What follows belongs to an exercise in optimizing a design on an open flow for small area and a short achievable clock period; a production flow would make more cautious choices. Only simulation tests tie the RTL to the original design; equivalence was not proved. Power figures rest on the tool's default switching activity, not on a simulated workload.

==> flow/design.v (excerpt) <==
module cpu6 (
    input  logic        clock,
    input  logic        reset,
    input  logic [33:0] uop,
    input  logic [7:0]  data_in,
    output logic        write_en,
    output logic [18:0] address,
    output logic [7:0]  data_out
);
For scale: about 2400 flip-flops, roughly 72 I/O pins, about 92000 um2 of cells after synthesis.
export LEC_CHECK = 0
export CAP_MARGIN = 20
export CORE_MARGIN = 2
export CORE_UTILIZATION = 55
export CTS_CLUSTER_DIAMETER = 100
export CTS_CLUSTER_SIZE = 24
export SETUP_SLACK_MARGIN = 3.45
export SLEW_MARGIN = 20
export TNS_END_PERCENT = 10
create_clock -name core_clock -period 6.5 [get_ports {clock}]
run.sh (not shown) runs the stock make flow with config.mk's settings and CLKGATE_MAP_FILE= SYNTH_SCRIPT=/design/flow/synth_recipe.tcl, a recipe that flattens the netlist after the stock synthesis.
Rerun with:
--- a/flow/design.v
+++ b/flow/design.v
@@ -307,34 +307,30 @@
         if (reset) begin
             mh_next_oh <= 32'd1;
             pb_next_oh <= 8'd1;
         end else begin
             mh_next_oh <= mh_next_oh_d;
             pb_next_oh <= pb_next_oh_d;
         end
     end
-    logic [31:0] w_row_n;
-    logic [7:0]  w_col_n;
+    logic [31:0] w_row;
+    logic [7:0]  w_col;
     wire         u_pt_write = (u_store == 2'd1);
     always_ff @(posedge clock or posedge reset) begin
-        if (reset) w_row_n <= '1;
-        else       w_row_n <= ~({32{u_pt_write}} & mh_next_oh);
+        if (reset) w_row <= 32'd0;
+        else       w_row <= {32{u_pt_write}} & mh_next_oh;
     end
     always_ff @(posedge clock) begin
-        w_col_n <= ~pb_next_oh;
-    end
-    logic [7:0] pt_data;
-    always_ff @(posedge clock) begin
-        if (u_pt_write) pt_data <= result_next;
+        w_col <= pb_next_oh;
     end
     always_ff @(posedge clock) begin
         for (int i = 0; i < 32; i++) begin
             for (int j = 0; j < 8; j++) begin
-                if (!(w_row_n[i] || w_col_n[j])) page_table[i*8+j] <= pt_data;
+                if (w_row[i] && w_col[j]) page_table[i*8+j] <= result;
             end
         end
     end
     logic [7:0] col [8];
     logic [7:0] lookup;
     always_comb begin
         for (int j = 0; j < 8; j++) begin
             col[j] = 8'd0;
Outcome: Setup slack degrades by 0.010 ns. Power is higher by 4.2%. Wire length is lower by 3.3%. Clock-buffer cell count is lower by 43. Sequential power is higher by about 8%.

cpu6, a different RTL version from the one above (not shown whole).
Size in the first run: roughly 5,900 cells after synthesis, ~2,400 flip-flops, ~93,000 um2 of cells after synthesis.
clock: 6.5 ns
lec_check: 0
cap_margin: 20
core_margin: 2
core_utilization: 55
cts_cluster_diameter: 100
cts_cluster_size: 24
setup_slack_margin: 3.45
slew_margin: 20
tns_end_percent: 10
standard.sh (not shown) runs the stock make flow with config.mk's settings and CLKGATE_MAP_FILE= SYNTH_SCRIPT=/design/flow/synth_recipe.tcl, a recipe that flattens the netlist after the stock synthesis.
==> flow/flow/run.sh <==
#!/bin/bash
# The standard layout (standard.sh: the standard flow's synthesis and ORFS flow), with
# two changes to how the layout is made:
#  - ports are buffered with buf_4 instead of the flow's default choice
#    (a clkdlybuf4s50 delay cell), so the port buffers are fast;
#  - clock tree synthesis clusters up to 24 sinks within 100 um per leaf buffer
#    (as config.mk asks) and inserts no dummy balancing loads.
# make's full output goes to standard_flow.log here; each ORFS step also
# keeps its own log under orfs/logs/.
set -euo pipefail
bash standard.sh \
  "BUFFER_PORTS_ARGS=-buffer_cell sky130_fd_sc_hd__buf_4" \
  "CTS_ARGS=-sink_clustering_enable -repair_clock_nets -sink_clustering_size 24 -sink_clustering_max_diameter 100 -dont_use_dummy_load" \
  finish > standard_flow.log 2>&1
Rerun with:
--- a/flow/design.v
+++ b/flow/design.v
@@ -305,52 +305,46 @@
     end
     always_ff @(posedge clock or posedge reset) begin
         if (reset) begin
             mh_next_oh <= 32'd1;
             pb_next_oh <= 8'd1;
         end else begin
             mh_next_oh <= mh_next_oh_d;
             pb_next_oh <= pb_next_oh_d;
         end
     end
-    logic [31:0] w_row_n;
-    logic [7:0]  w_col_n;
+    logic [31:0] w_row;
+    logic [7:0]  w_col;
     wire         u_pt_write = (u_store == 2'd1);
     always_ff @(posedge clock or posedge reset) begin
-        if (reset) w_row_n <= '1;
-        else       w_row_n <= ~({32{u_pt_write}} & mh_next_oh);
+        if (reset) w_row <= 32'd0;
+        else       w_row <= {32{u_pt_write}} & mh_next_oh;
     end
     always_ff @(posedge clock) begin
-        w_col_n <= ~pb_next_oh;
-    end
-    logic [7:0] pt_data [4];
-    always_ff @(posedge clock) begin
-        for (int k = 0; k < 4; k++) begin
-            if (u_pt_write && (|mh_next_oh[k*8 +: 8])) pt_data[k] <= result_next;
-        end
+        w_col <= pb_next_oh;
     end
     always_ff @(posedge clock) begin
         for (int i = 0; i < 32; i++) begin
             for (int j = 0; j < 8; j++) begin
-                if (!(w_row_n[i] || w_col_n[j])) page_table[i*8+j] <= pt_data[i/8];
+                if (w_row[i] && w_col[j]) page_table[i*8+j] <= result;
             end
         end
     end
-    logic [7:0] row [32];
+    logic [7:0] col [8];
     logic [7:0] lookup;
     always_comb begin
-        for (int i = 0; i < 32; i++) begin
-            row[i] = 8'd0;
-            for (int j = 0; j < 8; j++) row[i] = row[i] | ({8{pb_next_oh[j]}} & page_table[i*8+j]);
+        for (int j = 0; j < 8; j++) begin
+            col[j] = 8'd0;
+            for (int i = 0; i < 32; i++) col[j] = col[j] | ({8{mh_next_oh[i]}} & page_table[i*8+j]);
         end
         lookup = 8'd0;
-        for (int i = 0; i < 32; i++) lookup = lookup | ({8{mh_next_oh[i]}} & row[i]);
+        for (int j = 0; j < 8; j++) lookup = lookup | ({8{pb_next_oh[j]}} & col[j]);
     end
     wire same_page  = e_mar_inc ? !mar_lo_full : (!e_ld_mar || (war[15:11] == mar[15:11]));
     wire same_index = same_page && (!e_ld_pb || (result[2:0] == page_base));
     always_ff @(posedge clock) begin
         if (e_pt_write && same_index) entry <= result;
         else                          entry <= lookup;
     end
     assign address = {entry, mar[10:0]};
     always_ff @(posedge clock or posedge reset) begin
         if (reset) begin
The new run went through all stages and came out clean.
Cell area went down by about 1.6%.
Maximum frequency climbs by about 1%.
Flip-flop and latch count went down by 32.
Total power came out lower by 8.7%.
Global-route usage goes up by 5.6 points.

Another version of the RTL of cpu6 (not shown whole).
Size in the first run: about 5600 cells after synthesis, about 2300 flip-flops, roughly 72 I/O pins, ~90000 um^2 of cells after synthesis.
clock: 6.5 ns
lec_check: 0
cap_margin: 20
core_margin: 2
core_utilization: 50
cts_cluster_size: 30
setup_slack_margin: 3.7
slew_margin: 20
tns_end_percent: 0
run.sh (not shown) runs the stock make flow with config.mk's settings and CLKGATE_MAP_FILE= SYNTH_SCRIPT=/design/flow/synth_recipe.tcl, a recipe that flattens the netlist after the stock synthesis.
Stock flow here: none of the scripts above is used.
Next try:
--- a/flow/design.v
+++ b/flow/design.v
@@ -296,20 +296,30 @@
         if (reset) begin
             mh_next_oh <= 32'd1;
             pb_next_oh <= 8'd1;
         end else begin
             mh_next_oh <= mh_next_oh_d;
             pb_next_oh <= pb_next_oh_d;
         end
     end
+    logic [31:0] w_row;
+    logic [7:0]  w_col;
+    wire         u_pt_write = (u_store == 2'd1);
+    always_ff @(posedge clock or posedge reset) begin
+        if (reset) w_row <= 32'd0;
+        else       w_row <= {32{u_pt_write}} & mh_next_oh;
+    end
+    always_ff @(posedge clock) begin
+        w_col <= pb_next_oh;
+    end
     always_ff @(posedge clock) begin
         for (int i = 0; i < 32; i++) begin
             for (int j = 0; j < 8; j++) begin
-                if (e_pt_write && mh_oh[i] && pb_oh[j]) page_table[i*8+j] <= result;
+                if (w_row[i] && w_col[j]) page_table[i*8+j] <= result;
             end
         end
     end
     logic [7:0] col [8];
     logic [7:0] lookup;
     always_comb begin
         for (int j = 0; j < 8; j++) begin
             col[j] = 8'd0;
Result: Worst setup slack gains 0.14 ns. Fmax increases by a few percent. Final area increases slightly. Final cell count increases slightly. Sequential share of layout area increases by 0.64 points. Clock skew increases by 0.014 ns. Clock power hardly moves. Power increases slightly. Non-clock buffer count decreases by 42.

RTL: one of the versions met above, not the one the previous note started from.
Size in the first run: about 5900 cells after synthesis, ~2400 flip-flops, roughly 0.093 sq mm of cells after synthesis.
==> flow/design.v (excerpt) <==
module cpu6 (
    input  logic        clock,
    input  logic        reset,
    input  logic [33:0] uop,
    input  logic [7:0]  data_in,
    output logic        write_en,
    output logic [18:0] address,
    output logic [7:0]  data_out
);
Settings: LEC_CHECK=0, CAP_MARGIN=20, CORE_MARGIN=2, CORE_UTILIZATION=55, CTS_CLUSTER_DIAMETER=100, CTS_CLUSTER_SIZE=24, SETUP_SLACK_MARGIN=3.7, SLEW_MARGIN=20, TNS_END_PERCENT=10; clock period 6.5 ns.
Then changed:
--- a/flow/design.v
+++ b/flow/design.v
@@ -328,29 +328,29 @@
             if (u_pt_write && (|mh_next_oh[k*8 +: 8])) pt_data[k] <= result_next;
         end
     end
     always_ff @(posedge clock) begin
         for (int i = 0; i < 32; i++) begin
             for (int j = 0; j < 8; j++) begin
                 if (!(w_row_n[i] || w_col_n[j])) page_table[i*8+j] <= pt_data[i/8];
             end
         end
     end
-    logic [7:0] row [32];
+    logic [7:0] col [8];
     logic [7:0] lookup;
     always_comb begin
-        for (int i = 0; i < 32; i++) begin
-            row[i] = 8'd0;
-            for (int j = 0; j < 8; j++) row[i] = row[i] | ({8{pb_next_oh[j]}} & page_table[i*8+j]);
+        for (int j = 0; j < 8; j++) begin
+            col[j] = 8'd0;
+            for (int i = 0; i < 32; i++) col[j] = col[j] | ({8{mh_next_oh[i]}} & page_table[i*8+j]);
         end
         lookup = 8'd0;
-        for (int i = 0; i < 32; i++) lookup = lookup | ({8{mh_next_oh[i]}} & row[i]);
+        for (int j = 0; j < 8; j++) lookup = lookup | ({8{pb_next_oh[j]}} & col[j]);
     end
     wire same_page  = e_mar_inc ? !mar_lo_full : (!e_ld_mar || (war[15:11] == mar[15:11]));
     wire same_index = same_page && (!e_ld_pb || (result[2:0] == page_base));
     always_ff @(posedge clock) begin
         if (e_pt_write && same_index) entry <= result;
         else                          entry <= lookup;
     end
     assign address = {entry, mar[10:0]};
     always_ff @(posedge clock or posedge reset) begin
         if (reset) begin
Result: Routed wire length goes up by a quarter to a third. Count of clock-buffer cells in the layout came out lower by 4. Via count rises by roughly a tenth. Setup slack degrades by 0.14 ns. Hold slack loses 0.012 ns.

## port drivers added, routing unchanged
The flow's constraints put no driver on any port. The routed layouts listed below were extracted and timed again, unchanged, in two steps.
Step 1 assumes that a clkbuf_16 drives the clock port and a buf_2 every other input.
Step 2 moves the port delays by t, midway between the first and last clock arrival at a register: inputs arrive t later, outputs are due t later. That takes back most of the time a late clock gives input paths.
a / b / c = ideal / step 1 / step 2; a / b = the first two.
run | t, ns | setup WS [ns] | worst data-port slew with drivers (ns)
the first run of note 1 | 0.891 | 3.225 / 3.225 / 2.519 | 0.09
the second run of note 1 | 0.865 | 3.215 / 3.215 / 2.562 | 0.08
the first run of note 2 | 0.852 | 3.205 / 3.205 / 2.633 | 0.05
the second run of note 2 | 0.835 | 3.236 / 3.236 / 2.656 | 0.07
the first run of note 3 | 0.964 | 3.169 / 3.169 / 2.517 | 0.04
the second run of note 3 | 0.964 | 3.307 / 3.307 / 2.493 | 0.05
the first run of note 4 | 0.864 | 3.105 / 3.105 / 2.474 | 0.05
the second run of note 4 | 0.917 | 2.962 / 2.962 / 2.678 | 0.11
After both steps every run listed still meets setup and hold. The setup slack of the second run of note 3, which loses most, moves by 0.000 ns with the drivers and by -0.814 ns with both steps.
